Context: an optimization exercise on an open-source flow, tuned for small area and a short achievable clock period. The choices shown serve that exercise and are no tape-out recipe. At most, simulation tests tie the RTL to the original design; equivalence was not proved. The RTL of run 1 was laid out without a check of its function. Power and IR drop assume default switching activity.

## flow/design.v (module list and top-level ports; edited modules follow where they fit)
// module csa_fa: 10 lines
// module csa_ha: 9 lines
// module csa_fx: 12 lines
// module csa_x2: 7 lines
// module csa_hn: 9 lines
// module csa_xn: 7 lines
// module filter_tap_loader: 20 lines
// module horizontal_filter: 984 lines
// module row_result_store: 38 lines
// module vertical_filter: 390 lines
// module conv_top: 56 lines
module conv_top (
	input  logic    clk,
	input  logic    rst_n,
	input  logic    filter_valid,
	input  logic    image_valid,
	input  conv_pkg::sample_t in_data,
	output logic    out_valid,
	output conv_pkg::result_t out_data
);
  // ...
==> flow/run.sh <==
#!/bin/bash
# synth_recipe.tcl (not shown) runs the flow's synth.tcl, then flattens the netlist and writes it again
# the make line also repeats each setting of config.mk as NAME=value (left out here)
make -C /OpenROAD-flow-scripts/flow DESIGN_CONFIG=/design/flow/config.mk WORK_HOME=/design/flow/orfs CLKGATE_MAP_FILE= SYNTH_SCRIPT=/design/flow/synth_recipe.tcl finish
==> flow/config.mk <==
export PLATFORM = sky130hd
export DESIGN_NAME = conv_top
export DESIGN_NICKNAME = conv_top
export VERILOG_FILES = /design/flow/design.v
export SDC_FILE = /design/flow/constraint.sdc
export NUM_CORES = 4
export LEC_CHECK = 0
export ABC_CLOCK_PERIOD_IN_PS = 1950
export CAP_MARGIN = 20
export CORE_MARGIN = 2
export CORE_UTILIZATION = 40
export CTS_BUF_LIST = sky130_fd_sc_hd__clkbuf_16
export CTS_CLUSTER_DIAMETER = 150
export CTS_CLUSTER_SIZE = 25
export SETUP_SLACK_MARGIN = 2.55
export SLEW_MARGIN = 20
export SYNTH_HIERARCHICAL = 1
==> flow/constraint.sdc <==
create_clock -name core_clock -period 4.5 [get_ports {clk}]
set_input_delay 0.9000 -clock core_clock [delete_from_list [all_inputs] [get_ports {clk}]]
set_output_delay 0.9000 -clock core_clock [all_outputs]
set_load 0.01 [all_outputs]
==> key figures, run 1 <==
Run status
  • Status: no timing/DRC/antenna violations

Layout
  • Data buffer area share: 0.0403
  • Leading cell kind: flip-flops and latches
  • Sequential cell count: 430
  • Finished Layout Cells: around 1900
  • Multi-input logic area: approximately 7500 µm²
  • Antenna Cells: 0
  • Fillers: 3959
  • Max reg flops: about 130
  • Layout cells sized above 1: 0.155
  • Nets: ~1500
  • Multi-input gate share of total cell area: 0.374

Pwr
  • Power Clock: approximately 2.1 mW
  • Power Combinational: between 6 and 7 mW
  • Clock group share of total power: 0.137

Critical path
  • Worst Setup SP: u_horizontal_filter.out_data[1]
  • Critical-path cell list: clkdlybuf4s15_1
  • CP required: roughly 3.6 ns
  • CP max stage cell: dfxtp_1
  • CP max stage delay: 0.32 ns
  • Crit path max-delay family: flip-flops

Timing
  • Worst Skew: between 0.02 and 0.025 ns
  • Actual slew at the worst max-slew pin: between 0.9 and 1 ns
  • Setup TNS Final: 0 ns

Clocking
  • Reg clk slew, reported paths: about 0.10 ns
  • CTS tree: built
  • CTS Hold Bufs: 0

Die
  • CORE AREA: about 44000 µm²
  • Tap Cells: 592
  • Die area: between 40000 and 50000 µm²

GRT
  • Vias in the first global route: 9598
  • Initial antenna violation count: 0

Placed design
  • Dpl cells: between 1500 and 2000
  • Worst slack at placement: approximately 1.6 ns
  • DP Area: 18700 µm²

Worst hold path
  • Worst Hold Class: reg -> reg

Synthesis
  • YS warnings: 13

Drt
  • Iter 0 DRT Violations: 494
  • DRT Pass-1 Iters: 6
==> run 2: changes to the inputs <==
--- a/flow/design.v
+++ b/flow/design.v
@@ -669,7 +669,7 @@
 	logic rt_n559;
 	logic [14:0] rt_cpa;
 	logic [53:0] rt_s0;
-	logic [57:0] rt_s1;
+	logic [53:0] rt_s1;
 	logic [28:0] rt_s2;
 	logic [14:0] rt_sum;
 	assign rt_n0 = ~(win[1][0] & row_taps[0][0]);
@@ -862,192 +862,192 @@
 	csa_fa u_rt_67 (.a(rt_n239), .b(rt_n241), .c(rt_n250), .s(rt_n254), .co(rt_n255));
 	csa_fa u_rt_68 (.a(rt_n27), .b(rt_n67), .c(rt_n107), .s(rt_n256), .co(rt_n257));
 	csa_fa u_rt_69 (.a(rt_n249), .b(rt_n251), .c(rt_n256), .s(rt_n258), .co(rt_n259));
-	assign rt_n260 = ~(win[3][0] & row_taps[3][0]);
-	assign rt_n261 = ~(win[3][0] & row_taps[3][1]);
-	assign rt_n262 = ~(win[3][0] & row_taps[3][2]);
-	assign rt_n263 = ~(win[3][1] & row_taps[3][0]);
-	assign rt_n264 = ~(win[3][1] & row_taps[3][1]);
-	assign rt_n265 = ~(win[3][1] & row_taps[3][2]);
-	assign rt_n266 = ~(win[3][2] & row_taps[3][0]);
-	assign rt_n267 = ~(win[3][2] & row_taps[3][1]);
-	assign rt_n268 = ~(win[3][2] & row_taps[3][2]);
-	assign rt_n269 = ~(win[3][3] & row_taps[3][0]);
-	assign rt_n270 = ~(win[3][3] & row_taps[3][1]);
-	assign rt_n271 = ~(win[3][3] & row_taps[3][2]);
-	assign rt_n272 = ~(win[3][4] & row_taps[3][0]);
-	assign rt_n273 = ~(win[3][4] & row_taps[3][1]);
-	assign rt_n274 = ~(win[3][4] & row_taps[3][2]);
-	assign rt_n275 = ~(win[3][5] & row_taps[3][0]);
-	assign rt_n276 = ~(win[3][5] & row_taps[3][1]);
-	assign rt_n277 = ~(win[3][5] & row_taps[3][2]);
-	assign rt_n278 = ~(win[3][6] & row_taps[3][0]);
-	assign rt_n279 = ~(win[3][6] & row_taps[3][1]);
-	assign rt_n280 = ~(win[3][6] & row_taps[3][2]);
-	assign rt_n281 = ~(win[3][7] & row_taps[3][0]);
-	assign rt_n282 = ~(win[3][7] & row_taps[3][1]);
-	assign rt_n283 = ~(win[3][7] & row_taps[3][2]);
-	assign rt_n284 = ~(win[3][8] & row_taps[3][0]);
-	assign rt_n285 = ~(win[3][8] & row_taps[3][1]);
-	assign rt_n286 = ~(win[3][8] & row_taps[3][2]);
-	assign rt_n287 = ~(win[3][9] & row_taps[3][3]);
-	assign rt_n288 = win[3][0] & row_taps[3][3];
-	assign rt_n289 = win[3][1] & row_taps[3][3];
-	assign rt_n290 = win[3][2] & row_taps[3][3];
-	assign rt_n291 = win[3][3] & row_taps[3][3];
-	assign rt_n292 = win[3][4] & row_taps[3][3];
-	assign rt_n293 = win[3][5] & row_taps[3][3];
-	assign rt_n294 = win[3][6] & row_taps[3][3];
-	assign rt_n295 = win[3][7] & row_taps[3][3];
-	assign rt_n296 = win[3][8] & row_taps[3][3];
-	assign rt_n297 = win[3][9] & row_taps[3][0];
-	assign rt_n298 = win[3][9] & row_taps[3][1];
-	assign rt_n299 = win[3][9] & row_taps[3][2];
-	assign rt_n300 = ~(win[4][0] & row_taps[4][0]);
-	assign rt_n301 = ~(win[4][0] & row_taps[4][1]);
-	assign rt_n302 = ~(win[4][0] & row_taps[4][2]);
-	assign rt_n303 = ~(win[4][1] & row_taps[4][0]);
-	assign rt_n304 = ~(win[4][1] & row_taps[4][1]);
-	assign rt_n305 = ~(win[4][1] & row_taps[4][2]);
-	assign rt_n306 = ~(win[4][2] & row_taps[4][0]);
-	assign rt_n307 = ~(win[4][2] & row_taps[4][1]);
-	assign rt_n308 = ~(win[4][2] & row_taps[4][2]);
-	assign rt_n309 = ~(win[4][3] & row_taps[4][0]);
-	assign rt_n310 = ~(win[4][3] & row_taps[4][1]);
-	assign rt_n311 = ~(win[4][3] & row_taps[4][2]);
-	assign rt_n312 = ~(win[4][4] & row_taps[4][0]);
-	assign rt_n313 = ~(win[4][4] & row_taps[4][1]);
-	assign rt_n314 = ~(win[4][4] & row_taps[4][2]);
-	assign rt_n315 = ~(win[4][5] & row_taps[4][0]);
-	assign rt_n316 = ~(win[4][5] & row_taps[4][1]);
-	assign rt_n317 = ~(win[4][5] & row_taps[4][2]);
-	assign rt_n318 = ~(win[4][6] & row_taps[4][0]);
-	assign rt_n319 = ~(win[4][6] & row_taps[4][1]);
-	assign rt_n320 = ~(win[4][6] & row_taps[4][2]);
-	assign rt_n321 = ~(win[4][7] & row_taps[4][0]);
-	assign rt_n322 = ~(win[4][7] & row_taps[4][1]);
-	assign rt_n323 = ~(win[4][7] & row_taps[4][2]);
-	assign rt_n324 = ~(win[4][8] & row_taps[4][0]);
-	assign rt_n325 = ~(win[4][8] & row_taps[4][1]);
-	assign rt_n326 = ~(win[4][8] & row_taps[4][2]);
-	assign rt_n327 = ~(win[4][9] & row_taps[4][3]);
-	assign rt_n328 = win[4][0] & row_taps[4][3];
-	assign rt_n329 = win[4][1] & row_taps[4][3];
-	assign rt_n330 = win[4][2] & row_taps[4][3];
-	assign rt_n331 = win[4][3] & row_taps[4][3];
-	assign rt_n332 = win[4][4] & row_taps[4][3];
-	assign rt_n333 = win[4][5] & row_taps[4][3];
-	assign rt_n334 = win[4][6] & row_taps[4][3];
-	assign rt_n335 = win[4][7] & row_taps[4][3];
-	assign rt_n336 = win[4][8] & row_taps[4][3];
-	assign rt_n337 = win[4][9] & row_taps[4][0];
-	assign rt_n338 = win[4][9] & row_taps[4][1];
-	assign rt_n339 = win[4][9] & row_taps[4][2];
-	csa_fa u_rt_70 (.a(rt_s0[0]), .b(rt_n260), .c(rt_n300), .s(rt_n340), .co(rt_n341));
-	csa_fa u_rt_71 (.a(rt_s0[1]), .b(rt_n261), .c(rt_n263), .s(rt_n342), .co(rt_n343));
-	csa_fa u_rt_72 (.a(rt_n301), .b(rt_n303), .c(rt_n341), .s(rt_n344), .co(rt_n345));
-	csa_fa u_rt_73 (.a(rt_s0[2]), .b(rt_s0[3]), .c(rt_n262), .s(rt_n346), .co(rt_n347));
-	csa_fa u_rt_74 (.a(rt_n264), .b(rt_n266), .c(rt_n302), .s(rt_n348), .co(rt_n349));
-	csa_fa u_rt_75 (.a(rt_n304), .b(rt_n306), .c(rt_n343), .s(rt_n350), .co(rt_n351));
-	csa_fx u_rt_76 (.a(rt_n346), .b(rt_n348), .c(rt_n345), .s(rt_n352), .co(rt_n353));
-	csa_fa u_rt_77 (.a(rt_s0[4]), .b(rt_s0[5]), .c(rt_s0[6]), .s(rt_n354), .co(rt_n355));
-	csa_fa u_rt_78 (.a(rt_s0[7]), .b(rt_n265), .c(rt_n267), .s(rt_n356), .co(rt_n357));
-	csa_fa u_rt_79 (.a(rt_n269), .b(rt_n305), .c(rt_n307), .s(rt_n358), .co(rt_n359));
-	csa_fa u_rt_80 (.a(rt_n309), .b(rt_n288), .c(rt_n328), .s(rt_n360), .co(rt_n361));
-	csa_fa u_rt_81 (.a(rt_n354), .b(rt_n347), .c(rt_n349), .s(rt_n362), .co(rt_n363));
-	csa_fa u_rt_82 (.a(rt_n356), .b(rt_n358), .c(rt_n360), .s(rt_n364), .co(rt_n365));
-	csa_fa u_rt_83 (.a(rt_s0[8]), .b(rt_s0[9]), .c(rt_s0[10]), .s(rt_n366), .co(rt_n367));
-	csa_fa u_rt_84 (.a(rt_s0[11]), .b(rt_s0[12]), .c(rt_n268), .s(rt_n368), .co(rt_n369));
-	csa_fa u_rt_85 (.a(rt_n270), .b(rt_n272), .c(rt_n308), .s(rt_n370), .co(rt_n371));
-	csa_fa u_rt_86 (.a(rt_n310), .b(rt_n312), .c(rt_n289), .s(rt_n372), .co(rt_n373));
-	csa_fa u_rt_87 (.a(rt_n329), .b(rt_n355), .c(rt_n366), .s(rt_n374), .co(rt_n375));
-	csa_fa u_rt_88 (.a(rt_n357), .b(rt_n359), .c(rt_n361), .s(rt_n376), .co(rt_n377));
-	csa_fa u_rt_89 (.a(rt_n368), .b(rt_n370), .c(rt_n372), .s(rt_n378), .co(rt_n379));
-	csa_fa u_rt_90 (.a(rt_s0[13]), .b(rt_s0[14]), .c(rt_s0[15]), .s(rt_n380), .co(rt_n381));
-	csa_fa u_rt_91 (.a(rt_s0[16]), .b(rt_s0[17]), .c(rt_s0[18]), .s(rt_n382), .co(rt_n383));
-	csa_fa u_rt_92 (.a(rt_n271), .b(rt_n273), .c(rt_n275), .s(rt_n384), .co(rt_n385));
-	csa_fa u_rt_93 (.a(rt_n311), .b(rt_n313), .c(rt_n315), .s(rt_n386), .co(rt_n387));
-	csa_fa u_rt_94 (.a(rt_n290), .b(rt_n330), .c(rt_n367), .s(rt_n388), .co(rt_n389));
-	csa_fa u_rt_95 (.a(rt_n380), .b(rt_n382), .c(rt_n369), .s(rt_n390), .co(rt_n391));
-	csa_fa u_rt_96 (.a(rt_n371), .b(rt_n373), .c(rt_n384), .s(rt_n392), .co(rt_n393));
-	csa_fa u_rt_97 (.a(rt_n386), .b(rt_n375), .c(rt_n388), .s(rt_n394), .co(rt_n395));
-	csa_fa u_rt_98 (.a(rt_s0[19]), .b(rt_s0[20]), .c(rt_s0[21]), .s(rt_n396), .co(rt_n397));
-	csa_fa u_rt_99 (.a(rt_s0[22]), .b(rt_s0[23]), .c(rt_n274), .s(rt_n398), .co(rt_n399));
-	csa_fa u_rt_100 (.a(rt_n276), .b(rt_n278), .c(rt_n314), .s(rt_n400), .co(rt_n401));
-	csa_fa u_rt_101 (.a(rt_n316), .b(rt_n318), .c(rt_n291), .s(rt_n402), .co(rt_n403));
-	csa_fa u_rt_102 (.a(rt_n331), .b(rt_n381), .c(rt_n383), .s(rt_n404), .co(rt_n405));
-	csa_fa u_rt_103 (.a(rt_n396), .b(rt_n385), .c(rt_n387), .s(rt_n406), .co(rt_n407));
-	csa_fa u_rt_104 (.a(rt_n398), .b(rt_n400), .c(rt_n389), .s(rt_n408), .co(rt_n409));
-	csa_fx u_rt_105 (.a(rt_n402), .b(rt_n404), .c(rt_n391), .s(rt_n410), .co(rt_n411));
-	csa_fa u_rt_106 (.a(rt_s0[24]), .b(rt_s0[25]), .c(rt_s0[26]), .s(rt_n412), .co(rt_n413));
-	csa_fa u_rt_107 (.a(rt_s0[27]), .b(rt_s0[28]), .c(rt_n277), .s(rt_n414), .co(rt_n415));
-	csa_fa u_rt_108 (.a(rt_n279), .b(rt_n281), .c(rt_n317), .s(rt_n416), .co(rt_n417));
-	csa_fa u_rt_109 (.a(rt_n319), .b(rt_n321), .c(rt_n292), .s(rt_n418), .co(rt_n419));
-	csa_fa u_rt_110 (.a(rt_n332), .b(rt_n397), .c(rt_n412), .s(rt_n420), .co(rt_n421));
-	csa_fa u_rt_111 (.a(rt_n399), .b(rt_n401), .c(rt_n403), .s(rt_n422), .co(rt_n423));
-	csa_fa u_rt_112 (.a(rt_n414), .b(rt_n416), .c(rt_n405), .s(rt_n424), .co(rt_n425));
-	csa_fx u_rt_113 (.a(rt_n418), .b(rt_n420), .c(rt_n407), .s(rt_n426), .co(rt_n427));
-	csa_fa u_rt_114 (.a(rt_s0[29]), .b(rt_s0[30]), .c(rt_s0[31]), .s(rt_n428), .co(rt_n429));
-	csa_fa u_rt_115 (.a(rt_s0[32]), .b(rt_s0[33]), .c(rt_n280), .s(rt_n430), .co(rt_n431));
-	csa_fa u_rt_116 (.a(rt_n282), .b(rt_n284), .c(rt_n320), .s(rt_n432), .co(rt_n433));
-	csa_fa u_rt_117 (.a(rt_n322), .b(rt_n324), .c(rt_n293), .s(rt_n434), .co(rt_n435));
-	csa_fa u_rt_118 (.a(rt_n333), .b(rt_n413), .c(rt_n428), .s(rt_n436), .co(rt_n437));
-	csa_fa u_rt_119 (.a(rt_n415), .b(rt_n417), .c(rt_n419), .s(rt_n438), .co(rt_n439));
-	csa_fa u_rt_120 (.a(rt_n430), .b(rt_n432), .c(rt_n434), .s(rt_n440), .co(rt_n441));
-	csa_fx u_rt_121 (.a(rt_n421), .b(rt_n436), .c(rt_n423), .s(rt_n442), .co(rt_n443));
-	csa_fa u_rt_122 (.a(rt_s0[34]), .b(rt_s0[35]), .c(rt_s0[36]), .s(rt_n444), .co(rt_n445));
-	csa_fa u_rt_123 (.a(rt_s0[37]), .b(rt_s0[38]), .c(rt_s0[39]), .s(rt_n446), .co(rt_n447));
-	csa_fa u_rt_124 (.a(rt_n283), .b(rt_n285), .c(rt_n323), .s(rt_n448), .co(rt_n449));
-	csa_fa u_rt_125 (.a(rt_n325), .b(rt_n294), .c(rt_n297), .s(rt_n450), .co(rt_n451));
-	csa_fa u_rt_126 (.a(rt_n334), .b(rt_n337), .c(rt_n429), .s(rt_n452), .co(rt_n453));
-	csa_fa u_rt_127 (.a(rt_n444), .b(rt_n446), .c(rt_n431), .s(rt_n454), .co(rt_n455));
-	csa_fa u_rt_128 (.a(rt_n433), .b(rt_n435), .c(rt_n448), .s(rt_n456), .co(rt_n457));
-	csa_fa u_rt_129 (.a(rt_n450), .b(rt_n437), .c(rt_n452), .s(rt_n458), .co(rt_n459));
-	csa_fa u_rt_130 (.a(rt_s0[40]), .b(rt_s0[41]), .c(rt_s0[42]), .s(rt_n460), .co(rt_n461));
-	csa_fa u_rt_131 (.a(rt_s0[43]), .b(rt_n286), .c(rt_n326), .s(rt_n462), .co(rt_n463));
-	csa_fa u_rt_132 (.a(rt_n295), .b(rt_n298), .c(rt_n335), .s(rt_n464), .co(rt_n465));
-	csa_fa u_rt_133 (.a(rt_n338), .b(rt_n445), .c(rt_n447), .s(rt_n466), .co(rt_n467));
-	csa_fa u_rt_134 (.a(rt_n460), .b(rt_n449), .c(rt_n451), .s(rt_n468), .co(rt_n469));
-	csa_fa u_rt_135 (.a(rt_n462), .b(rt_n453), .c(rt_n464), .s(rt_n470), .co(rt_n471));
-	csa_fx u_rt_136 (.a(rt_n466), .b(rt_n455), .c(rt_n457), .s(rt_n472), .co(rt_n473));
-	csa_fa u_rt_137 (.a(rt_s0[44]), .b(rt_s0[45]), .c(rt_s0[46]), .s(rt_n474), .co(rt_n475));
-	csa_fa u_rt_138 (.a(rt_s0[47]), .b(rt_s0[48]), .c(rt_n296), .s(rt_n476), .co(rt_n477));
-	csa_fa u_rt_139 (.a(rt_n299), .b(rt_n336), .c(rt_n339), .s(rt_n478), .co(rt_n479));
-	csa_fa u_rt_140 (.a(rt_n461), .b(rt_n474), .c(rt_n463), .s(rt_n480), .co(rt_n481));
-	csa_fa u_rt_141 (.a(rt_n465), .b(rt_n467), .c(rt_n476), .s(rt_n482), .co(rt_n483));
-	csa_fa u_rt_142 (.a(rt_s0[49]), .b(rt_s0[50]), .c(rt_s0[51]), .s(rt_n484), .co(rt_n485));
-	csa_fa u_rt_143 (.a(rt_n287), .b(rt_n327), .c(rt_n475), .s(rt_n486), .co(rt_n487));
-	csa_fa u_rt_144 (.a(rt_n484), .b(rt_n477), .c(rt_n479), .s(rt_n488), .co(rt_n489));
-	csa_ha u_rt_145 (.a(rt_s0[52]), .b(rt_s0[53]), .s(rt_n490), .co(rt_n491));
-	csa_fa u_rt_146 (.a(rt_n490), .b(rt_n485), .c(rt_n487), .s(rt_n492), .co(rt_n493));
-	csa_fa u_rt_147 (.a(rt_s1[5]), .b(rt_s1[6]), .c(rt_s1[7]), .s(rt_n494), .co(rt_n495));
-	csa_fa u_rt_148 (.a(rt_s1[9]), .b(rt_s1[10]), .c(rt_s1[11]), .s(rt_n496), .co(rt_n497));
-	csa_fa u_rt_149 (.a(rt_s1[12]), .b(rt_s1[13]), .c(rt_n495), .s(rt_n498), .co(rt_n499));
-	csa_fa u_rt_150 (.a(rt_s1[14]), .b(rt_s1[15]), .c(rt_s1[16]), .s(rt_n500), .co(rt_n501));
-	csa_fa u_rt_151 (.a(rt_s1[17]), .b(rt_s1[18]), .c(rt_n497), .s(rt_n502), .co(rt_n503));
-	csa_fa u_rt_152 (.a(rt_n500), .b(rt_n499), .c(rt_n502), .s(rt_n504), .co(rt_n505));
-	csa_fa u_rt_153 (.a(rt_s1[19]), .b(rt_s1[20]), .c(rt_s1[21]), .s(rt_n506), .co(rt_n507));
-	csa_fa u_rt_154 (.a(rt_s1[22]), .b(rt_s1[23]), .c(rt_n501), .s(rt_n508), .co(rt_n509));
-	csa_fa u_rt_155 (.a(rt_n506), .b(rt_n503), .c(rt_n508), .s(rt_n510), .co(rt_n511));
-	csa_fa u_rt_156 (.a(rt_s1[24]), .b(rt_s1[25]), .c(rt_s1[26]), .s(rt_n512), .co(rt_n513));
-	csa_fa u_rt_157 (.a(rt_s1[27]), .b(rt_s1[28]), .c(rt_n507), .s(rt_n514), .co(rt_n515));
-	csa_fa u_rt_158 (.a(rt_n512), .b(rt_n509), .c(rt_n514), .s(rt_n516), .co(rt_n517));
-	csa_fa u_rt_159 (.a(rt_s1[29]), .b(rt_s1[30]), .c(rt_s1[31]), .s(rt_n518), .co(rt_n519));
-	csa_fa u_rt_160 (.a(rt_s1[32]), .b(rt_s1[33]), .c(rt_n513), .s(rt_n520), .co(rt_n521));
+	csa_ha u_rt_70 (.a(rt_n257), .b(rt_n259), .s(rt_n260), .co(rt_n261));
+	assign rt_n262 = ~(win[3][0] & row_taps[3][0]);
+	assign rt_n263 = ~(win[3][0] & row_taps[3][1]);
+	assign rt_n264 = ~(win[3][0] & row_taps[3][2]);
+	assign rt_n265 = ~(win[3][1] & row_taps[3][0]);
+	assign rt_n266 = ~(win[3][1] & row_taps[3][1]);
+	assign rt_n267 = ~(win[3][1] & row_taps[3][2]);
+	assign rt_n268 = ~(win[3][2] & row_taps[3][0]);
+	assign rt_n269 = ~(win[3][2] & row_taps[3][1]);
+	assign rt_n270 = ~(win[3][2] & row_taps[3][2]);
+	assign rt_n271 = ~(win[3][3] & row_taps[3][0]);
+	assign rt_n272 = ~(win[3][3] & row_taps[3][1]);
+	assign rt_n273 = ~(win[3][3] & row_taps[3][2]);
+	assign rt_n274 = ~(win[3][4] & row_taps[3][0]);
+	assign rt_n275 = ~(win[3][4] & row_taps[3][1]);
+	assign rt_n276 = ~(win[3][4] & row_taps[3][2]);
+	assign rt_n277 = ~(win[3][5] & row_taps[3][0]);
+	assign rt_n278 = ~(win[3][5] & row_taps[3][1]);
+	assign rt_n279 = ~(win[3][5] & row_taps[3][2]);
+	assign rt_n280 = ~(win[3][6] & row_taps[3][0]);
+	assign rt_n281 = ~(win[3][6] & row_taps[3][1]);
+	assign rt_n282 = ~(win[3][6] & row_taps[3][2]);
+	assign rt_n283 = ~(win[3][7] & row_taps[3][0]);
+	assign rt_n284 = ~(win[3][7] & row_taps[3][1]);
+	assign rt_n285 = ~(win[3][7] & row_taps[3][2]);
+	assign rt_n286 = ~(win[3][8] & row_taps[3][0]);
+	assign rt_n287 = ~(win[3][8] & row_taps[3][1]);
+	assign rt_n288 = ~(win[3][8] & row_taps[3][2]);
+	assign rt_n289 = ~(win[3][9] & row_taps[3][3]);
+	assign rt_n290 = win[3][0] & row_taps[3][3];
+	assign rt_n291 = win[3][1] & row_taps[3][3];
+	assign rt_n292 = win[3][2] & row_taps[3][3];
+	assign rt_n293 = win[3][3] & row_taps[3][3];
+	assign rt_n294 = win[3][4] & row_taps[3][3];
+	assign rt_n295 = win[3][5] & row_taps[3][3];
+	assign rt_n296 = win[3][6] & row_taps[3][3];
+	assign rt_n297 = win[3][7] & row_taps[3][3];
+	assign rt_n298 = win[3][8] & row_taps[3][3];
+	assign rt_n299 = win[3][9] & row_taps[3][0];
+	assign rt_n300 = win[3][9] & row_taps[3][1];
+	assign rt_n301 = win[3][9] & row_taps[3][2];
+	assign rt_n302 = ~(win[4][0] & row_taps[4][0]);
+	assign rt_n303 = ~(win[4][0] & row_taps[4][1]);
+	assign rt_n304 = ~(win[4][0] & row_taps[4][2]);
+	assign rt_n305 = ~(win[4][1] & row_taps[4][0]);
+	assign rt_n306 = ~(win[4][1] & row_taps[4][1]);
+	assign rt_n307 = ~(win[4][1] & row_taps[4][2]);
+	assign rt_n308 = ~(win[4][2] & row_taps[4][0]);
+	assign rt_n309 = ~(win[4][2] & row_taps[4][1]);
+	assign rt_n310 = ~(win[4][2] & row_taps[4][2]);
+	assign rt_n311 = ~(win[4][3] & row_taps[4][0]);
+	assign rt_n312 = ~(win[4][3] & row_taps[4][1]);
+	assign rt_n313 = ~(win[4][3] & row_taps[4][2]);
+	assign rt_n314 = ~(win[4][4] & row_taps[4][0]);
+	assign rt_n315 = ~(win[4][4] & row_taps[4][1]);
+	assign rt_n316 = ~(win[4][4] & row_taps[4][2]);
+	assign rt_n317 = ~(win[4][5] & row_taps[4][0]);
+	assign rt_n318 = ~(win[4][5] & row_taps[4][1]);
+	assign rt_n319 = ~(win[4][5] & row_taps[4][2]);
+	assign rt_n320 = ~(win[4][6] & row_taps[4][0]);
+	assign rt_n321 = ~(win[4][6] & row_taps[4][1]);
+	assign rt_n322 = ~(win[4][6] & row_taps[4][2]);
+	assign rt_n323 = ~(win[4][7] & row_taps[4][0]);
+	assign rt_n324 = ~(win[4][7] & row_taps[4][1]);
+	assign rt_n325 = ~(win[4][7] & row_taps[4][2]);
+	assign rt_n326 = ~(win[4][8] & row_taps[4][0]);
+	assign rt_n327 = ~(win[4][8] & row_taps[4][1]);
+	assign rt_n328 = ~(win[4][8] & row_taps[4][2]);
+	assign rt_n329 = ~(win[4][9] & row_taps[4][3]);
+	assign rt_n330 = win[4][0] & row_taps[4][3];
+	assign rt_n331 = win[4][1] & row_taps[4][3];
+	assign rt_n332 = win[4][2] & row_taps[4][3];
+	assign rt_n333 = win[4][3] & row_taps[4][3];
+	assign rt_n334 = win[4][4] & row_taps[4][3];
+	assign rt_n335 = win[4][5] & row_taps[4][3];
+	assign rt_n336 = win[4][6] & row_taps[4][3];
+	assign rt_n337 = win[4][7] & row_taps[4][3];
+	assign rt_n338 = win[4][8] & row_taps[4][3];
+	assign rt_n339 = win[4][9] & row_taps[4][0];
+	assign rt_n340 = win[4][9] & row_taps[4][1];
+	assign rt_n341 = win[4][9] & row_taps[4][2];
+	csa_fa u_rt_71 (.a(rt_s0[0]), .b(rt_n262), .c(rt_n302), .s(rt_n342), .co(rt_n343));
+	csa_fa u_rt_72 (.a(rt_s0[1]), .b(rt_n263), .c(rt_n265), .s(rt_n344), .co(rt_n345));
+	csa_fa u_rt_73 (.a(rt_n303), .b(rt_n305), .c(rt_n343), .s(rt_n346), .co(rt_n347));
+	csa_fa u_rt_74 (.a(rt_s0[2]), .b(rt_s0[3]), .c(rt_n264), .s(rt_n348), .co(rt_n349));
+	csa_fa u_rt_75 (.a(rt_n266), .b(rt_n268), .c(rt_n304), .s(rt_n350), .co(rt_n351));
+	csa_fa u_rt_76 (.a(rt_n306), .b(rt_n308), .c(rt_n345), .s(rt_n352), .co(rt_n353));
+	csa_fa u_rt_77 (.a(rt_n348), .b(rt_n350), .c(rt_n347), .s(rt_n354), .co(rt_n355));
+	csa_fa u_rt_78 (.a(rt_s0[4]), .b(rt_s0[5]), .c(rt_s0[6]), .s(rt_n356), .co(rt_n357));
+	csa_fa u_rt_79 (.a(rt_s0[7]), .b(rt_n267), .c(rt_n269), .s(rt_n358), .co(rt_n359));
+	csa_fa u_rt_80 (.a(rt_n271), .b(rt_n307), .c(rt_n309), .s(rt_n360), .co(rt_n361));
+	csa_fa u_rt_81 (.a(rt_n311), .b(rt_n290), .c(rt_n330), .s(rt_n362), .co(rt_n363));
+	csa_fa u_rt_82 (.a(rt_n356), .b(rt_n349), .c(rt_n351), .s(rt_n364), .co(rt_n365));
+	csa_fa u_rt_83 (.a(rt_n358), .b(rt_n360), .c(rt_n362), .s(rt_n366), .co(rt_n367));
+	csa_fa u_rt_84 (.a(rt_s0[8]), .b(rt_s0[9]), .c(rt_s0[10]), .s(rt_n368), .co(rt_n369));
+	csa_fa u_rt_85 (.a(rt_s0[11]), .b(rt_s0[12]), .c(rt_n270), .s(rt_n370), .co(rt_n371));
+	csa_fa u_rt_86 (.a(rt_n272), .b(rt_n274), .c(rt_n310), .s(rt_n372), .co(rt_n373));
+	csa_fa u_rt_87 (.a(rt_n312), .b(rt_n314), .c(rt_n291), .s(rt_n374), .co(rt_n375));
+	csa_fa u_rt_88 (.a(rt_n331), .b(rt_n357), .c(rt_n368), .s(rt_n376), .co(rt_n377));
+	csa_fa u_rt_89 (.a(rt_n359), .b(rt_n361), .c(rt_n363), .s(rt_n378), .co(rt_n379));
+	csa_fa u_rt_90 (.a(rt_n370), .b(rt_n372), .c(rt_n374), .s(rt_n380), .co(rt_n381));
+	csa_fx u_rt_91 (.a(rt_n376), .b(rt_n365), .c(rt_n378), .s(rt_n382), .co(rt_n383));
+	csa_fa u_rt_92 (.a(rt_s0[13]), .b(rt_s0[14]), .c(rt_s0[15]), .s(rt_n384), .co(rt_n385));
+	csa_fa u_rt_93 (.a(rt_s0[16]), .b(rt_s0[17]), .c(rt_s0[18]), .s(rt_n386), .co(rt_n387));
+	csa_fa u_rt_94 (.a(rt_n273), .b(rt_n275), .c(rt_n277), .s(rt_n388), .co(rt_n389));
+	csa_fa u_rt_95 (.a(rt_n313), .b(rt_n315), .c(rt_n317), .s(rt_n390), .co(rt_n391));
+	csa_fa u_rt_96 (.a(rt_n292), .b(rt_n332), .c(rt_n369), .s(rt_n392), .co(rt_n393));
+	csa_fa u_rt_97 (.a(rt_n384), .b(rt_n386), .c(rt_n371), .s(rt_n394), .co(rt_n395));
+	csa_fa u_rt_98 (.a(rt_n373), .b(rt_n375), .c(rt_n388), .s(rt_n396), .co(rt_n397));
+	csa_fa u_rt_99 (.a(rt_n390), .b(rt_n377), .c(rt_n392), .s(rt_n398), .co(rt_n399));
+	csa_fa u_rt_100 (.a(rt_s0[19]), .b(rt_s0[20]), .c(rt_s0[21]), .s(rt_n400), .co(rt_n401));
+	csa_fa u_rt_101 (.a(rt_s0[22]), .b(rt_s0[23]), .c(rt_n276), .s(rt_n402), .co(rt_n403));
+	csa_fa u_rt_102 (.a(rt_n278), .b(rt_n280), .c(rt_n316), .s(rt_n404), .co(rt_n405));
+	csa_fa u_rt_103 (.a(rt_n318), .b(rt_n320), .c(rt_n293), .s(rt_n406), .co(rt_n407));
+	csa_fa u_rt_104 (.a(rt_n333), .b(rt_n385), .c(rt_n387), .s(rt_n408), .co(rt_n409));
+	csa_fa u_rt_105 (.a(rt_n400), .b(rt_n389), .c(rt_n391), .s(rt_n410), .co(rt_n411));
+	csa_fa u_rt_106 (.a(rt_n402), .b(rt_n404), .c(rt_n393), .s(rt_n412), .co(rt_n413));
+	csa_fa u_rt_107 (.a(rt_n406), .b(rt_n408), .c(rt_n395), .s(rt_n414), .co(rt_n415));
+	csa_fa u_rt_108 (.a(rt_s0[24]), .b(rt_s0[25]), .c(rt_s0[26]), .s(rt_n416), .co(rt_n417));
+	csa_fa u_rt_109 (.a(rt_s0[27]), .b(rt_s0[28]), .c(rt_n279), .s(rt_n418), .co(rt_n419));
+	csa_fa u_rt_110 (.a(rt_n281), .b(rt_n283), .c(rt_n319), .s(rt_n420), .co(rt_n421));
+	csa_fa u_rt_111 (.a(rt_n321), .b(rt_n323), .c(rt_n294), .s(rt_n422), .co(rt_n423));
+	csa_fa u_rt_112 (.a(rt_n334), .b(rt_n401), .c(rt_n416), .s(rt_n424), .co(rt_n425));
+	csa_fa u_rt_113 (.a(rt_n403), .b(rt_n405), .c(rt_n407), .s(rt_n426), .co(rt_n427));
+	csa_fa u_rt_114 (.a(rt_n418), .b(rt_n420), .c(rt_n409), .s(rt_n428), .co(rt_n429));
+	csa_fx u_rt_115 (.a(rt_n422), .b(rt_n424), .c(rt_n411), .s(rt_n430), .co(rt_n431));
+	csa_fa u_rt_116 (.a(rt_s0[29]), .b(rt_s0[30]), .c(rt_s0[31]), .s(rt_n432), .co(rt_n433));
+	csa_fa u_rt_117 (.a(rt_s0[32]), .b(rt_s0[33]), .c(rt_n282), .s(rt_n434), .co(rt_n435));
+	csa_fa u_rt_118 (.a(rt_n284), .b(rt_n286), .c(rt_n322), .s(rt_n436), .co(rt_n437));
+	csa_fa u_rt_119 (.a(rt_n324), .b(rt_n326), .c(rt_n295), .s(rt_n438), .co(rt_n439));
+	csa_fa u_rt_120 (.a(rt_n335), .b(rt_n417), .c(rt_n432), .s(rt_n440), .co(rt_n441));
+	csa_fa u_rt_121 (.a(rt_n419), .b(rt_n421), .c(rt_n423), .s(rt_n442), .co(rt_n443));
+	csa_fa u_rt_122 (.a(rt_n434), .b(rt_n436), .c(rt_n438), .s(rt_n444), .co(rt_n445));
+	csa_fx u_rt_123 (.a(rt_n425), .b(rt_n440), .c(rt_n427), .s(rt_n446), .co(rt_n447));
+	csa_fa u_rt_124 (.a(rt_s0[34]), .b(rt_s0[35]), .c(rt_s0[36]), .s(rt_n448), .co(rt_n449));
+	csa_fa u_rt_125 (.a(rt_s0[37]), .b(rt_s0[38]), .c(rt_s0[39]), .s(rt_n450), .co(rt_n451));
+	csa_fa u_rt_126 (.a(rt_n285), .b(rt_n287), .c(rt_n325), .s(rt_n452), .co(rt_n453));
+	csa_fa u_rt_127 (.a(rt_n327), .b(rt_n296), .c(rt_n299), .s(rt_n454), .co(rt_n455));
+	csa_fa u_rt_128 (.a(rt_n336), .b(rt_n339), .c(rt_n433), .s(rt_n456), .co(rt_n457));
+	csa_fa u_rt_129 (.a(rt_n448), .b(rt_n450), .c(rt_n435), .s(rt_n458), .co(rt_n459));
+	csa_fa u_rt_130 (.a(rt_n437), .b(rt_n439), .c(rt_n452), .s(rt_n460), .co(rt_n461));
+	csa_fa u_rt_131 (.a(rt_n454), .b(rt_n441), .c(rt_n456), .s(rt_n462), .co(rt_n463));
+	csa_fa u_rt_132 (.a(rt_s0[40]), .b(rt_s0[41]), .c(rt_s0[42]), .s(rt_n464), .co(rt_n465));
+	csa_fa u_rt_133 (.a(rt_s0[43]), .b(rt_n288), .c(rt_n328), .s(rt_n466), .co(rt_n467));
+	csa_fa u_rt_134 (.a(rt_n297), .b(rt_n300), .c(rt_n337), .s(rt_n468), .co(rt_n469));
+	csa_fa u_rt_135 (.a(rt_n340), .b(rt_n449), .c(rt_n451), .s(rt_n470), .co(rt_n471));
+	csa_fa u_rt_136 (.a(rt_n464), .b(rt_n453), .c(rt_n455), .s(rt_n472), .co(rt_n473));
+	csa_fa u_rt_137 (.a(rt_n466), .b(rt_n457), .c(rt_n468), .s(rt_n474), .co(rt_n475));
+	csa_fx u_rt_138 (.a(rt_n470), .b(rt_n459), .c(rt_n461), .s(rt_n476), .co(rt_n477));
+	csa_fa u_rt_139 (.a(rt_s0[44]), .b(rt_s0[45]), .c(rt_s0[46]), .s(rt_n478), .co(rt_n479));
+	csa_fa u_rt_140 (.a(rt_s0[47]), .b(rt_s0[48]), .c(rt_n298), .s(rt_n480), .co(rt_n481));
+	csa_fa u_rt_141 (.a(rt_n301), .b(rt_n338), .c(rt_n341), .s(rt_n482), .co(rt_n483));
+	csa_fa u_rt_142 (.a(rt_n465), .b(rt_n478), .c(rt_n467), .s(rt_n484), .co(rt_n485));
+	csa_fa u_rt_143 (.a(rt_n469), .b(rt_n471), .c(rt_n480), .s(rt_n486), .co(rt_n487));
+	csa_fx u_rt_144 (.a(rt_n482), .b(rt_n473), .c(rt_n484), .s(rt_n488), .co(rt_n489));
+	csa_fa u_rt_145 (.a(rt_s0[49]), .b(rt_s0[50]), .c(rt_s0[51]), .s(rt_n490), .co(rt_n491));
+	csa_fa u_rt_146 (.a(rt_n289), .b(rt_n329), .c(rt_n479), .s(rt_n492), .co(rt_n493));
+	csa_fa u_rt_147 (.a(rt_n490), .b(rt_n481), .c(rt_n483), .s(rt_n494), .co(rt_n495));
+	csa_fx u_rt_148 (.a(rt_n492), .b(rt_n485), .c(rt_n487), .s(rt_n496), .co(rt_n497));
+	csa_fa u_rt_149 (.a(rt_s0[52]), .b(rt_n491), .c(rt_n493), .s(rt_n498), .co(rt_n499));
+	csa_ha u_rt_150 (.a(rt_s0[53]), .b(rt_n499), .s(rt_n500), .co(rt_n501));
+	csa_fa u_rt_151 (.a(rt_s1[5]), .b(rt_s1[6]), .c(rt_s1[7]), .s(rt_n502), .co(rt_n503));
+	csa_fa u_rt_152 (.a(rt_s1[9]), .b(rt_s1[10]), .c(rt_s1[11]), .s(rt_n504), .co(rt_n505));
+	csa_fa u_rt_153 (.a(rt_s1[12]), .b(rt_s1[13]), .c(rt_s1[14]), .s(rt_n506), .co(rt_n507));
+	csa_fa u_rt_154 (.a(rt_s1[15]), .b(rt_s1[16]), .c(rt_s1[17]), .s(rt_n508), .co(rt_n509));
+	csa_fa u_rt_155 (.a(rt_n505), .b(rt_n506), .c(rt_n508), .s(rt_n510), .co(rt_n511));
+	csa_fa u_rt_156 (.a(rt_s1[18]), .b(rt_s1[19]), .c(rt_s1[20]), .s(rt_n512), .co(rt_n513));
+	csa_fa u_rt_157 (.a(rt_s1[21]), .b(rt_s1[22]), .c(rt_n507), .s(rt_n514), .co(rt_n515));
+	csa_fa u_rt_158 (.a(rt_n509), .b(rt_n512), .c(rt_n514), .s(rt_n516), .co(rt_n517));
+	csa_fa u_rt_159 (.a(rt_s1[23]), .b(rt_s1[24]), .c(rt_s1[25]), .s(rt_n518), .co(rt_n519));
+	csa_fa u_rt_160 (.a(rt_s1[26]), .b(rt_s1[27]), .c(rt_n513), .s(rt_n520), .co(rt_n521));
 	csa_fa u_rt_161 (.a(rt_n518), .b(rt_n515), .c(rt_n520), .s(rt_n522), .co(rt_n523));
-	csa_fa u_rt_162 (.a(rt_s1[34]), .b(rt_s1[35]), .c(rt_s1[36]), .s(rt_n524), .co(rt_n525));
-	csa_fa u_rt_163 (.a(rt_s1[37]), .b(rt_s1[38]), .c(rt_s1[39]), .s(rt_n526), .co(rt_n527));
-	csa_fa u_rt_164 (.a(rt_n519), .b(rt_n524), .c(rt_n526), .s(rt_n528), .co(rt_n529));
-	csa_fa u_rt_165 (.a(rt_s1[40]), .b(rt_s1[41]), .c(rt_s1[42]), .s(rt_n530), .co(rt_n531));
-	csa_fa u_rt_166 (.a(rt_s1[43]), .b(rt_n525), .c(rt_n527), .s(rt_n532), .co(rt_n533));
-	csa_fa u_rt_167 (.a(rt_n530), .b(rt_n529), .c(rt_n532), .s(rt_n534), .co(rt_n535));
-	csa_fa u_rt_168 (.a(rt_s1[44]), .b(rt_s1[45]), .c(rt_s1[46]), .s(rt_n536), .co(rt_n537));
-	csa_fa u_rt_169 (.a(rt_s1[47]), .b(rt_s1[48]), .c(rt_s1[49]), .s(rt_n538), .co(rt_n539));
-	csa_fa u_rt_170 (.a(rt_n531), .b(rt_n536), .c(rt_n538), .s(rt_n540), .co(rt_n541));
-	csa_fa u_rt_171 (.a(rt_s1[50]), .b(rt_s1[51]), .c(rt_s1[52]), .s(rt_n542), .co(rt_n543));
-	csa_fa u_rt_172 (.a(rt_s1[53]), .b(rt_n537), .c(rt_n539), .s(rt_n544), .co(rt_n545));
-	csa_fa u_rt_173 (.a(rt_n542), .b(rt_n541), .c(rt_n544), .s(rt_n546), .co(rt_n547));
-	csa_fa u_rt_174 (.a(rt_s1[54]), .b(rt_s1[55]), .c(rt_n543), .s(rt_n548), .co(rt_n549));
-	csa_ha u_rt_175 (.a(rt_s1[56]), .b(rt_s1[57]), .s(rt_n550), .co(rt_n551));
+	csa_fa u_rt_162 (.a(rt_s1[28]), .b(rt_s1[29]), .c(rt_s1[30]), .s(rt_n524), .co(rt_n525));
+	csa_fa u_rt_163 (.a(rt_s1[31]), .b(rt_s1[32]), .c(rt_n519), .s(rt_n526), .co(rt_n527));
+	csa_fa u_rt_164 (.a(rt_n524), .b(rt_n521), .c(rt_n526), .s(rt_n528), .co(rt_n529));
+	csa_fa u_rt_165 (.a(rt_s1[33]), .b(rt_s1[34]), .c(rt_s1[35]), .s(rt_n530), .co(rt_n531));
+	csa_fa u_rt_166 (.a(rt_s1[36]), .b(rt_s1[37]), .c(rt_s1[38]), .s(rt_n532), .co(rt_n533));
+	csa_fa u_rt_167 (.a(rt_n525), .b(rt_n530), .c(rt_n532), .s(rt_n534), .co(rt_n535));
+	csa_fa u_rt_168 (.a(rt_s1[39]), .b(rt_s1[40]), .c(rt_s1[41]), .s(rt_n536), .co(rt_n537));
+	csa_fa u_rt_169 (.a(rt_s1[42]), .b(rt_n531), .c(rt_n533), .s(rt_n538), .co(rt_n539));
+	csa_fa u_rt_170 (.a(rt_n536), .b(rt_n535), .c(rt_n538), .s(rt_n540), .co(rt_n541));
+	csa_fa u_rt_171 (.a(rt_s1[43]), .b(rt_s1[44]), .c(rt_s1[45]), .s(rt_n542), .co(rt_n543));
+	csa_fa u_rt_172 (.a(rt_s1[46]), .b(rt_n537), .c(rt_n542), .s(rt_n544), .co(rt_n545));
+	csa_fa u_rt_173 (.a(rt_s1[47]), .b(rt_s1[48]), .c(rt_s1[49]), .s(rt_n546), .co(rt_n547));
+	csa_fa u_rt_174 (.a(rt_n543), .b(rt_n546), .c(rt_n545), .s(rt_n548), .co(rt_n549));
+	csa_fa u_rt_175 (.a(rt_s1[50]), .b(rt_s1[51]), .c(rt_s1[52]), .s(rt_n550), .co(rt_n551));
 	csa_hn u_rt_176 (.a(rt_s2[16]), .b(rt_s2[17]), .s(rt_n552), .co(rt_n553));
 	csa_hn u_rt_177 (.a(rt_s2[20]), .b(rt_s2[21]), .s(rt_n554), .co(rt_n555));
 	csa_hn u_rt_178 (.a(rt_s2[24]), .b(rt_s2[25]), .s(rt_n556), .co(rt_n557));
@@ -1055,13 +1055,13 @@
 	assign rt_cpa = {rt_n557, rt_s2[26], rt_s2[23], rt_s2[22], rt_s2[19], rt_s2[18], rt_s2[14], rt_s2[12], rt_s2[10], rt_s2[9], rt_s2[7], rt_s2[5], rt_s2[3], rt_s2[1], rt_s2[0]} + {rt_n558, rt_n556, rt_n555, rt_n554, rt_n553, rt_n552, rt_s2[15], rt_s2[13], rt_s2[11], 1'b1, rt_s2[8], rt_s2[6], rt_s2[4], rt_s2[2], 1'b1} + 15'd1;
 	assign rt_sum = ~rt_cpa;
 	always_ff @(posedge clk) begin
-		rt_s0 <= {rt_n259, rt_n257, rt_n258, rt_n255, rt_n253, rt_n247, rt_n254, rt_n245, rt_n252, rt_n243, rt_n246, rt_n244, rt_n235, rt_n242, rt_n234, rt_n221, rt_n232, rt_n219, rt_n230, rt_n217, rt_n207, rt_n218, rt_n220, rt_n216, rt_n205, rt_n204, rt_n193, rt_n206, rt_n202, rt_n191, rt_n190, rt_n192, rt_n179, rt_n188, rt_n177, rt_n178, rt_n165, rt_n176, rt_n163, rt_n174, rt_n161, rt_n151, rt_n162, rt_n164, rt_n160, rt_n149, rt_n137, rt_n150, rt_n148, rt_n135, rt_n136, rt_n134, rt_n126, rt_n120};
+		rt_s0 <= {rt_n261, rt_n260, rt_n258, rt_n255, rt_n253, rt_n247, rt_n254, rt_n245, rt_n252, rt_n243, rt_n246, rt_n244, rt_n235, rt_n242, rt_n234, rt_n221, rt_n232, rt_n219, rt_n230, rt_n217, rt_n207, rt_n218, rt_n220, rt_n216, rt_n205, rt_n204, rt_n193, rt_n206, rt_n202, rt_n191, rt_n190, rt_n192, rt_n179, rt_n188, rt_n177, rt_n178, rt_n165, rt_n176, rt_n163, rt_n174, rt_n161, rt_n151, rt_n162, rt_n164, rt_n160, rt_n149, rt_n137, rt_n150, rt_n148, rt_n135, rt_n136, rt_n134, rt_n126, rt_n120};
 	end
 	always_ff @(posedge clk) begin
-		rt_s1 <= {rt_n493, rt_n491, rt_n492, rt_n489, rt_n488, rt_n483, rt_n481, rt_n486, rt_n473, rt_n482, rt_n471, rt_n480, rt_n469, rt_n478, rt_n472, rt_n470, rt_n459, rt_n468, rt_n458, rt_n443, rt_n456, rt_n441, rt_n454, rt_n439, rt_n442, rt_n427, rt_n440, rt_n425, rt_n438, rt_n426, rt_n411, rt_n424, rt_n422, rt_n409, rt_n410, rt_n395, rt_n408, rt_n406, rt_n393, rt_n394, rt_n392, rt_n379, rt_n390, rt_n377, rt_n378, rt_n365, rt_n376, rt_n363, rt_n374, rt_n364, rt_n353, rt_n362, rt_n351, rt_n352, rt_n350, rt_n344, rt_n342, rt_n340};
+		rt_s1 <= {rt_n500, rt_n497, rt_n498, rt_n495, rt_n489, rt_n496, rt_n494, rt_n488, rt_n477, rt_n486, rt_n475, rt_n476, rt_n474, rt_n463, rt_n472, rt_n462, rt_n447, rt_n460, rt_n445, rt_n458, rt_n443, rt_n446, rt_n431, rt_n444, rt_n429, rt_n442, rt_n430, rt_n415, rt_n428, rt_n426, rt_n413, rt_n414, rt_n399, rt_n412, rt_n410, rt_n397, rt_n383, rt_n398, rt_n396, rt_n381, rt_n394, rt_n379, rt_n382, rt_n380, rt_n367, rt_n355, rt_n366, rt_n364, rt_n353, rt_n354, rt_n352, rt_n346, rt_n344, rt_n342};
 	end
 	always_ff @(posedge clk) begin
-		rt_s2 <= {rt_n550, rt_n549, rt_n547, rt_n548, rt_n545, rt_n546, rt_n535, rt_n540, rt_n533, rt_n534, rt_n523, rt_n528, rt_n521, rt_n522, rt_n517, rt_n516, rt_n511, rt_n510, rt_n505, rt_n504, rt_n498, rt_n496, rt_n494, rt_s1[8], rt_s1[4], rt_s1[3], rt_s1[2], rt_s1[1], rt_s1[0]};
+		rt_s2 <= {rt_n551, rt_s1[53], rt_n549, rt_n550, rt_n547, rt_n548, rt_n541, rt_n544, rt_n539, rt_n540, rt_n529, rt_n534, rt_n527, rt_n528, rt_n523, rt_n522, rt_n517, rt_n516, rt_n511, rt_n510, rt_n504, rt_n503, rt_n502, rt_s1[8], rt_s1[4], rt_s1[3], rt_s1[2], rt_s1[1], rt_s1[0]};
 	end
 	always_ff @(posedge clk) begin
 		out_data <= {rt_sum[14], rt_sum};
@@ -1074,8 +1074,7 @@
 	input  logic    image_valid,
 	input  conv_pkg::sample_t in_data,
 	output logic    res_flag,
-	output conv_pkg::sample_t [conv_pkg::TAPS-1:0] col_pix,
-	output conv_pkg::sample_t [conv_pkg::TAPS-1:0] col_pix_d
+	output conv_pkg::sample_t [conv_pkg::TAPS-1:0] col_pix
 );
 	localparam int DEPTH = conv_pkg::IMG_DIM * (conv_pkg::TAPS - 1);
 	conv_pkg::sample_t [DEPTH-1:0] dl;
@@ -1099,18 +1098,11 @@
 			col_pix[j] = dl[conv_pkg::IMG_DIM * (conv_pkg::TAPS - 1 - j) - 1];
 		end
 	end
-	always_comb begin
-		col_pix_d[0] = dl[DEPTH-1];
-		for (int j = 1; j < conv_pkg::TAPS; j++) begin
-			col_pix_d[j] = dl[conv_pkg::IMG_DIM * (conv_pkg::TAPS - 1 - j)];
-		end
-	end
 endmodule
 `timescale 1ns/10ps
 module vertical_filter (
 	input  logic     clk,
 	input  conv_pkg::sample_t [conv_pkg::TAPS-1:0] col_pix,
-	input  conv_pkg::sample_t [conv_pkg::TAPS-1:0] col_pix_d,
 	input  conv_pkg::sample_t [conv_pkg::TAPS-1:0] col_taps,
 	output conv_pkg::col_sum_t cs
 );
@@ -1333,7 +1325,7 @@
 	logic ct_n216;
 	logic ct_n217;
 	logic [9:0] ct_cpa;
-	logic [35:0] ct_s0;
+	logic [33:0] ct_s0;
 	logic [17:0] ct_s1;
 	logic [9:0] ct_sum;
 	assign ct_n0 = ~(col_pix[0][0] & col_taps[0][0]);
@@ -1458,40 +1450,40 @@
 	csa_fa u_ct_39 (.a(ct_n79), .b(ct_n133), .c(ct_n135), .s(ct_n158), .co(ct_n159));
 	csa_fa u_ct_40 (.a(ct_n137), .b(ct_n139), .c(ct_n141), .s(ct_n160), .co(ct_n161));
 	csa_fa u_ct_41 (.a(ct_n152), .b(ct_n154), .c(ct_n156), .s(ct_n162), .co(ct_n163));
-	csa_ha u_ct_42 (.a(ct_n9), .b(ct_n25), .s(ct_n164), .co(ct_n165));
-	csa_fa u_ct_43 (.a(ct_n41), .b(ct_n57), .c(ct_n73), .s(ct_n166), .co(ct_n167));
-	csa_fa u_ct_44 (.a(ct_n164), .b(ct_n153), .c(ct_n155), .s(ct_n168), .co(ct_n169));
-	csa_fx u_ct_45 (.a(ct_n157), .b(ct_n166), .c(ct_n159), .s(ct_n170), .co(ct_n171));
-	csa_ha u_ct_46 (.a(ct_n165), .b(ct_n167), .s(ct_n172), .co(ct_n173));
-	csa_fa u_ct_47 (.a(ct_s0[3]), .b(ct_s0[4]), .c(ct_s0[5]), .s(ct_n174), .co(ct_n175));
-	csa_fa u_ct_48 (.a(ct_s0[7]), .b(ct_s0[8]), .c(ct_s0[9]), .s(ct_n176), .co(ct_n177));
-	csa_fa u_ct_49 (.a(ct_s0[10]), .b(ct_s0[11]), .c(ct_s0[12]), .s(ct_n178), .co(ct_n179));
-	csa_fa u_ct_50 (.a(ct_n175), .b(ct_n176), .c(ct_n178), .s(ct_n180), .co(ct_n181));
-	csa_fa u_ct_51 (.a(ct_s0[13]), .b(ct_s0[14]), .c(ct_s0[15]), .s(ct_n182), .co(ct_n183));
-	csa_fa u_ct_52 (.a(ct_s0[16]), .b(ct_s0[17]), .c(ct_s0[18]), .s(ct_n184), .co(ct_n185));
-	csa_fa u_ct_53 (.a(ct_s0[19]), .b(ct_n177), .c(ct_n179), .s(ct_n186), .co(ct_n187));
-	csa_fa u_ct_54 (.a(ct_n182), .b(ct_n184), .c(ct_n181), .s(ct_n188), .co(ct_n189));
-	csa_fa u_ct_55 (.a(ct_s0[20]), .b(ct_s0[21]), .c(ct_s0[22]), .s(ct_n190), .co(ct_n191));
-	csa_fa u_ct_56 (.a(ct_s0[23]), .b(ct_s0[24]), .c(ct_s0[25]), .s(ct_n192), .co(ct_n193));
-	csa_fa u_ct_57 (.a(ct_s0[26]), .b(ct_s0[27]), .c(ct_n183), .s(ct_n194), .co(ct_n195));
-	csa_fa u_ct_58 (.a(ct_n185), .b(ct_n190), .c(ct_n192), .s(ct_n196), .co(ct_n197));
-	csa_fx u_ct_59 (.a(ct_n187), .b(ct_n194), .c(ct_n196), .s(ct_n198), .co(ct_n199));
-	csa_fa u_ct_60 (.a(ct_s0[28]), .b(ct_s0[29]), .c(ct_s0[30]), .s(ct_n200), .co(ct_n201));
-	csa_fa u_ct_61 (.a(ct_s0[31]), .b(ct_n191), .c(ct_n193), .s(ct_n202), .co(ct_n203));
-	csa_fa u_ct_62 (.a(ct_n200), .b(ct_n195), .c(ct_n197), .s(ct_n204), .co(ct_n205));
-	csa_fa u_ct_63 (.a(ct_s0[32]), .b(ct_s0[33]), .c(ct_s0[34]), .s(ct_n206), .co(ct_n207));
-	csa_fa u_ct_64 (.a(ct_n201), .b(ct_n206), .c(ct_n203), .s(ct_n208), .co(ct_n209));
-	csa_ha u_ct_65 (.a(ct_s0[35]), .b(ct_n207), .s(ct_n210), .co(ct_n211));
+	csa_fx u_ct_42 (.a(ct_n143), .b(ct_n145), .c(ct_n158), .s(ct_n164), .co(ct_n165));
+	csa_ha u_ct_43 (.a(ct_n9), .b(ct_n25), .s(ct_n166), .co(ct_n167));
+	csa_fa u_ct_44 (.a(ct_n41), .b(ct_n57), .c(ct_n73), .s(ct_n168), .co(ct_n169));
+	csa_fa u_ct_45 (.a(ct_n166), .b(ct_n153), .c(ct_n155), .s(ct_n170), .co(ct_n171));
+	csa_fx u_ct_46 (.a(ct_n157), .b(ct_n168), .c(ct_n159), .s(ct_n172), .co(ct_n173));
+	csa_ha u_ct_47 (.a(ct_n167), .b(ct_n169), .s(ct_n174), .co(ct_n175));
+	csa_fx u_ct_48 (.a(ct_n174), .b(ct_n171), .c(ct_n173), .s(ct_n176), .co(ct_n177));
+	csa_fa u_ct_49 (.a(ct_s0[3]), .b(ct_s0[4]), .c(ct_s0[5]), .s(ct_n178), .co(ct_n179));
+	csa_fa u_ct_50 (.a(ct_s0[7]), .b(ct_s0[8]), .c(ct_s0[9]), .s(ct_n180), .co(ct_n181));
+	csa_fa u_ct_51 (.a(ct_s0[10]), .b(ct_s0[11]), .c(ct_s0[12]), .s(ct_n182), .co(ct_n183));
+	csa_fa u_ct_52 (.a(ct_n179), .b(ct_n180), .c(ct_n182), .s(ct_n184), .co(ct_n185));
+	csa_fa u_ct_53 (.a(ct_s0[13]), .b(ct_s0[14]), .c(ct_s0[15]), .s(ct_n186), .co(ct_n187));
+	csa_fa u_ct_54 (.a(ct_s0[16]), .b(ct_s0[17]), .c(ct_s0[18]), .s(ct_n188), .co(ct_n189));
+	csa_fa u_ct_55 (.a(ct_s0[19]), .b(ct_n181), .c(ct_n183), .s(ct_n190), .co(ct_n191));
+	csa_fa u_ct_56 (.a(ct_n186), .b(ct_n188), .c(ct_n185), .s(ct_n192), .co(ct_n193));
+	csa_fa u_ct_57 (.a(ct_s0[20]), .b(ct_s0[21]), .c(ct_s0[22]), .s(ct_n194), .co(ct_n195));
+	csa_fa u_ct_58 (.a(ct_s0[23]), .b(ct_s0[24]), .c(ct_s0[25]), .s(ct_n196), .co(ct_n197));
+	csa_fa u_ct_59 (.a(ct_n187), .b(ct_n189), .c(ct_n194), .s(ct_n198), .co(ct_n199));
+	csa_fx u_ct_60 (.a(ct_n196), .b(ct_n191), .c(ct_n198), .s(ct_n200), .co(ct_n201));
+	csa_fa u_ct_61 (.a(ct_s0[26]), .b(ct_s0[27]), .c(ct_s0[28]), .s(ct_n202), .co(ct_n203));
+	csa_fa u_ct_62 (.a(ct_s0[29]), .b(ct_s0[30]), .c(ct_n195), .s(ct_n204), .co(ct_n205));
+	csa_fa u_ct_63 (.a(ct_n197), .b(ct_n202), .c(ct_n199), .s(ct_n206), .co(ct_n207));
+	csa_fa u_ct_64 (.a(ct_s0[31]), .b(ct_n203), .c(ct_n205), .s(ct_n208), .co(ct_n209));
+	csa_ha u_ct_65 (.a(ct_s0[32]), .b(ct_s0[33]), .s(ct_n210), .co(ct_n211));
 	csa_hn u_ct_66 (.a(ct_s1[10]), .b(ct_s1[11]), .s(ct_n212), .co(ct_n213));
 	csa_hn u_ct_67 (.a(ct_s1[13]), .b(ct_s1[14]), .s(ct_n214), .co(ct_n215));
 	csa_hn u_ct_68 (.a(ct_s1[15]), .b(ct_s1[16]), .s(ct_n216), .co(ct_n217));
 	assign ct_cpa = {ct_s1[17], ct_n215, ct_n213, ct_s1[12], ct_s1[8], ct_s1[6], ct_s1[5], ct_s1[3], ct_s1[1], ct_s1[0]} + {ct_n217, ct_n216, ct_n214, ct_n212, ct_s1[9], ct_s1[7], 1'b1, ct_s1[4], ct_s1[2], 1'b1} + 10'd1;
 	assign ct_sum = ~ct_cpa;
 	always_ff @(posedge clk) begin
-		ct_s0 <= {ct_n173, ct_n171, ct_n169, ct_n172, ct_n163, ct_n170, ct_n168, ct_n161, ct_n151, ct_n162, ct_n160, ct_n149, ct_n147, ct_n158, ct_n145, ct_n143, ct_n150, ct_n131, ct_n148, ct_n146, ct_n129, ct_n144, ct_n127, ct_n130, ct_n109, ct_n128, ct_n126, ct_n124, ct_n107, ct_n93, ct_n108, ct_n106, ct_n104, ct_n92, ct_n90, ct_n82};
+		ct_s0 <= {ct_n177, ct_n175, ct_n176, ct_n165, ct_n163, ct_n172, ct_n170, ct_n161, ct_n164, ct_n151, ct_n162, ct_n160, ct_n149, ct_n147, ct_n150, ct_n131, ct_n148, ct_n146, ct_n129, ct_n144, ct_n127, ct_n130, ct_n109, ct_n128, ct_n126, ct_n124, ct_n107, ct_n93, ct_n108, ct_n106, ct_n104, ct_n92, ct_n90, ct_n82};
 	end
 	always_ff @(posedge clk) begin
-		ct_s1 <= {ct_n211, ct_n210, ct_n209, ct_n208, ct_n205, ct_n204, ct_n199, ct_n202, ct_n198, ct_n189, ct_n188, ct_n186, ct_n180, ct_n174, ct_s0[6], ct_s0[2], ct_s0[1], ct_s0[0]};
+		ct_s1 <= {ct_n211, ct_n210, ct_n209, ct_n208, ct_n207, ct_n206, ct_n201, ct_n204, ct_n200, ct_n193, ct_n192, ct_n190, ct_n184, ct_n178, ct_s0[6], ct_s0[2], ct_s0[1], ct_s0[0]};
 	end
 	always_ff @(posedge clk) begin
 		cs <= ct_sum;
@@ -1513,7 +1505,6 @@
 	conv_pkg::sample_t [conv_pkg::TAPS-1:0] col_taps;
 	logic       res_flag;
 	conv_pkg::sample_t [conv_pkg::TAPS-1:0] col_pix;
-	conv_pkg::sample_t [conv_pkg::TAPS-1:0] col_pix_d;
 	conv_pkg::col_sum_t cs;
 	logic [COL_LAT+ROW_LAT-1:0] res_pipe;
 	filter_tap_loader u_filter_tap_loader (
@@ -1529,13 +1520,11 @@
 		.image_valid (image_valid),
 		.in_data     (in_data),
 		.res_flag    (res_flag),
-		.col_pix     (col_pix),
-		.col_pix_d   (col_pix_d)
+		.col_pix     (col_pix)
 	);
 	vertical_filter u_vertical_filter (
 		.clk       (clk),
 		.col_pix   (col_pix),
-		.col_pix_d (col_pix_d),
 		.col_taps  (col_taps),
 		.cs        (cs)
 	);
==> flow/config.mk (replaced) <==
export PLATFORM = sky130hd
export DESIGN_NAME = conv_top
export DESIGN_NICKNAME = conv_top
export VERILOG_FILES = /design/flow/design.v
export SDC_FILE = /design/flow/constraint.sdc
export NUM_CORES = 4
export LEC_CHECK = 0
export ABC_CLOCK_PERIOD_IN_PS = 2050
export CAP_MARGIN = 20
export CORE_MARGIN = 2
export CORE_UTILIZATION = 40
export CTS_BUF_LIST = sky130_fd_sc_hd__clkbuf_16
export CTS_CLUSTER_DIAMETER = 150
export CTS_CLUSTER_SIZE = 25
export SETUP_SLACK_MARGIN = 2.45
export SLEW_MARGIN = 20
export SYNTH_HIERARCHICAL = 1
==> key figures, run 2 <==
Clocking
  • Cts bufs inserted: 20
  • Num Clock Sinks: between 400 and 500
  • # H-tree levels: 1
  • Reg clk slew, reported paths: 0.10 ns (about the same)
  • Clock root cell: clkbuf_16
  • Clock Path Buffers: 3
  • CTS Hold Bufs: 0 (unchanged)
  • Clk latency of the worst-skew pair: about 0.56 ns
  • CTS tree: built

Run status
  • Status: no timing/DRC/antenna violations

Drt
  • Final ANT Viol Nets: 0
  • Drt drc: 0
  • Detailed-route vias per instance: approximately 4.7
  • Vias: 8567
  • Wire per inst: between 15 and 20 µm
  • Wirelength, routed: ~32 mm
  • Iter 0 DRT Violations: 455 (-7.9%)
  • DRT Pass-1 Iters: 5 (-1)

Worst hold path
  • Worst Hold Class: reg -> reg
  • Worst hold start: u_horizontal_filter.rt_s1[2]
  • Hold path depth: 0
  • Worst Hold Path EP: u_horizontal_filter.rt_s2[2]

Layout
  • Largest register by flop count: u_row_result_store.dl
  • Layout cells sized above 1: 0.138 (-0.0175)
  • Nets: 1492 (-1.1%)
  • Max reg flops: 128 (unchanged)
  • Commonest non-fill, non-tap cell in the layout: dfxtp_1
  • Final core utilization: 0.449
  • Synth-to-layout area growth: 11.4%
  • Largest regs: u_row_result_store.dl: 128 flops, u_horizontal_filter.rt_s0: 54 flops, u_horizontal_filter.rt_s1: 54 flops
  • Most frequent cells in the layout: dfxtp_1, nand2_1, fa_1, edfxtp_1, and2_1
  • Antenna Cells: 0 (unchanged)

GRT
  • GRT Overall Usage: 0.140
  • Vias in the first global route: 9284 (-3.3%)
  • First-pass GRT wire length: between 50 and 60 mm
  • Initial antenna violation count: 0 (unchanged)
  • Total gr overflow: 0
  • Largest net degree at the start of global routing: 58

Timing
  • Actual slew at the worst max-slew pin: 0.944 ns (-0.0190 ns)
  • Final Hold Viols: 0
  • RSZ-0062 raised after global routing: true
  • Setup TNS Final: 0 ns (unchanged)
  • Fin crit share: 0.451
  • Setup Viol. Count Final: 0
  • Worst Skew: 0.0313 ns (+0.0109 ns)
  • Crit path time final: around 2.0 ns
  • Max Slew Vio Count: 0
  • Fmax: a little under 500 MHz
  • Hold slack: between 0.3 and 0.4 ns
  • Headroom to the max-slew limit: 0.371

Placed design
  • I/O Buffers: 24
  • Post-DP HPWL: 22.4 mm
  • Final Wtd Congestion: 0.836

Synthesis
  • YS warnings: 13 (unchanged)
  • Synthesized area: between 15000 and 20000 µm²
  • Mean post-synth cell area: approximately 15 µm²
  • Mapped Cells: 1177
  • Post-synthesis net count: 1428

Die
  • CORE AREA: 44000 µm² (-0.22%)
  • Chip height: about 210 µm
  • Die area: 46100 µm² (-0.56%)
  • # IOs: 25
  • Starting Density: 0.403
  • Die W: between 200 and 250 µm
  • Rows: 77

Critical path
  • CP max stage delay: 0.48 ns (+0.16 ns)
  • CP max stage cell: edfxtp_1
  • CP Max Fanout: 6
  • R2r setup slk: 2.47 ns
  • Arrival time worst endpoint: roughly 2.5 ns
  • Critical-path cell list: buf_6, buf_6, and2_4, fa_1, fa_2, a22o_1
  • CP required: 4.94 ns (+1.34 ns)
  • WP buf/inv: 2
  • FF-to-FF path depth: 6
  • Critical path depth: 6
  • Critical path class: reg -> reg
  • Crit path max-delay family: adder cells
  • RR Endpoint: u_horizontal_filter.rt_s1[52]
  • Worst flop-to-flop path startpoint: u_filter_tap_loader.sr[27]
  • Most common cell on crit path: buf_6
  • Startpoint types: flip-flop
  • Critical Path Sink Type: flip-flop

Pwr
  • Leak: ~7.5 nW
  • Power after layout: about 15 mW
  • PD cells: 751 nW/µm²
  • Peak VDD IR: 310 µV

Job
  • Max Cap Violations: 0
run 2: changes by cell type in the layout (fill, tap and decap cells not counted), sizes merged:
| cell | change |
|---|---|
| clkdlybuf4s15 | +7 |
| dfxtp | -6 |
| xor2 | +6 |
| dlygate4sd2 | +1 |
| clkinv | +1 |
| a22o | +3 |
| clkbuf | +8 |
| buf | -29 |
| bufinv | +1 |
| fa | -3 |
| inv | -3 |
run 2: metrics by stage:
stage,area (µm²),worst slack [ns],cells
2_1_floorplan,17800,2.29,1177
3_3_place_gp,18600,1.66,1757
3_5_place_dp,18600,1.63,1757
4_1_cts,19600,2.41,1827
5_1_grt,19800,2.38,1842
6_report,19800,2.47,1842
run 2: repair_timing:
| action | 4_1_cts | 5_1_grt |
|---|---|---|
| gates cloned | 0 | 0 |
| endpoints found under the setup margin | 64 | 50 |
| resized for setup | 54 | 64 |
| pin swaps | 4 | 20 |
| buffers inserted | 39 | 15 |
run 2: metal layers:
layer  track usage  routed length (µm)
met1         0.196               14700
met2         0.234               15300
met3        0.0185                1090
met4        0.0350                 407
met5             0                   0
run 2: cell type report:
cell class	count	area, µm²
fillers	3914	24200
flip-flops and latches	424	10200
multi-input cells	702	7480
well taps	592	741
repair buffers	80	702
clock buffers	20	500
clock inverters	11	67.6
inverters	13	48.8
run 2: worst max path at each step:
stage,startpoint,end,slack (ns)
2_1_floorplan,in_data[2],u_vertical_filter.ct_s0[33],2.29
3_3_place_gp,in_data[0],u_vertical_filter.ct_s0[18],1.66
3_5_place_dp,in_data[0],u_vertical_filter.ct_s0[18],1.63
4_1_cts,u_horizontal_filter.rt_s2[1],u_horizontal_filter.out_data[13],2.41
5_1_grt,u_horizontal_filter.rt_s2[2],u_horizontal_filter.out_data[13],2.38
6_report,u_filter_tap_loader.sr[27],u_horizontal_filter.rt_s1[52],2.47
run 2: power by group:
group          total, mW  leakage, nW  internal [mW]  switching (mW)
logic               6.53         3.31           3.17            3.35
registers           6.33         3.85           5.44           0.894
clock network       2.00        0.314          0.846            1.15

port drivers added, routing unchanged:
The flow's constraints put no driver on any port. The routed layouts listed below were extracted and timed again, unchanged, in two steps. Step 1: set_driving_cell puts a clkbuf_16 on clk and a buf_2 on each other input, an assumption about the parent block. Step 2 times the ports against the registers' clock, not the clock port: input delays grow and output delays shrink by t, the midpoint of the rising clock arrivals with the driver on. Slacks: ideal ports / drivers / drivers and shift; pairs: ideal ports / drivers.
run	t (ns)	setup WS [ns]
run 1	0.591	2.496 / 2.445 / 2.049
run 2	0.601	2.468 / 2.450 / 1.912
After both steps setup and hold are still met in every run listed.
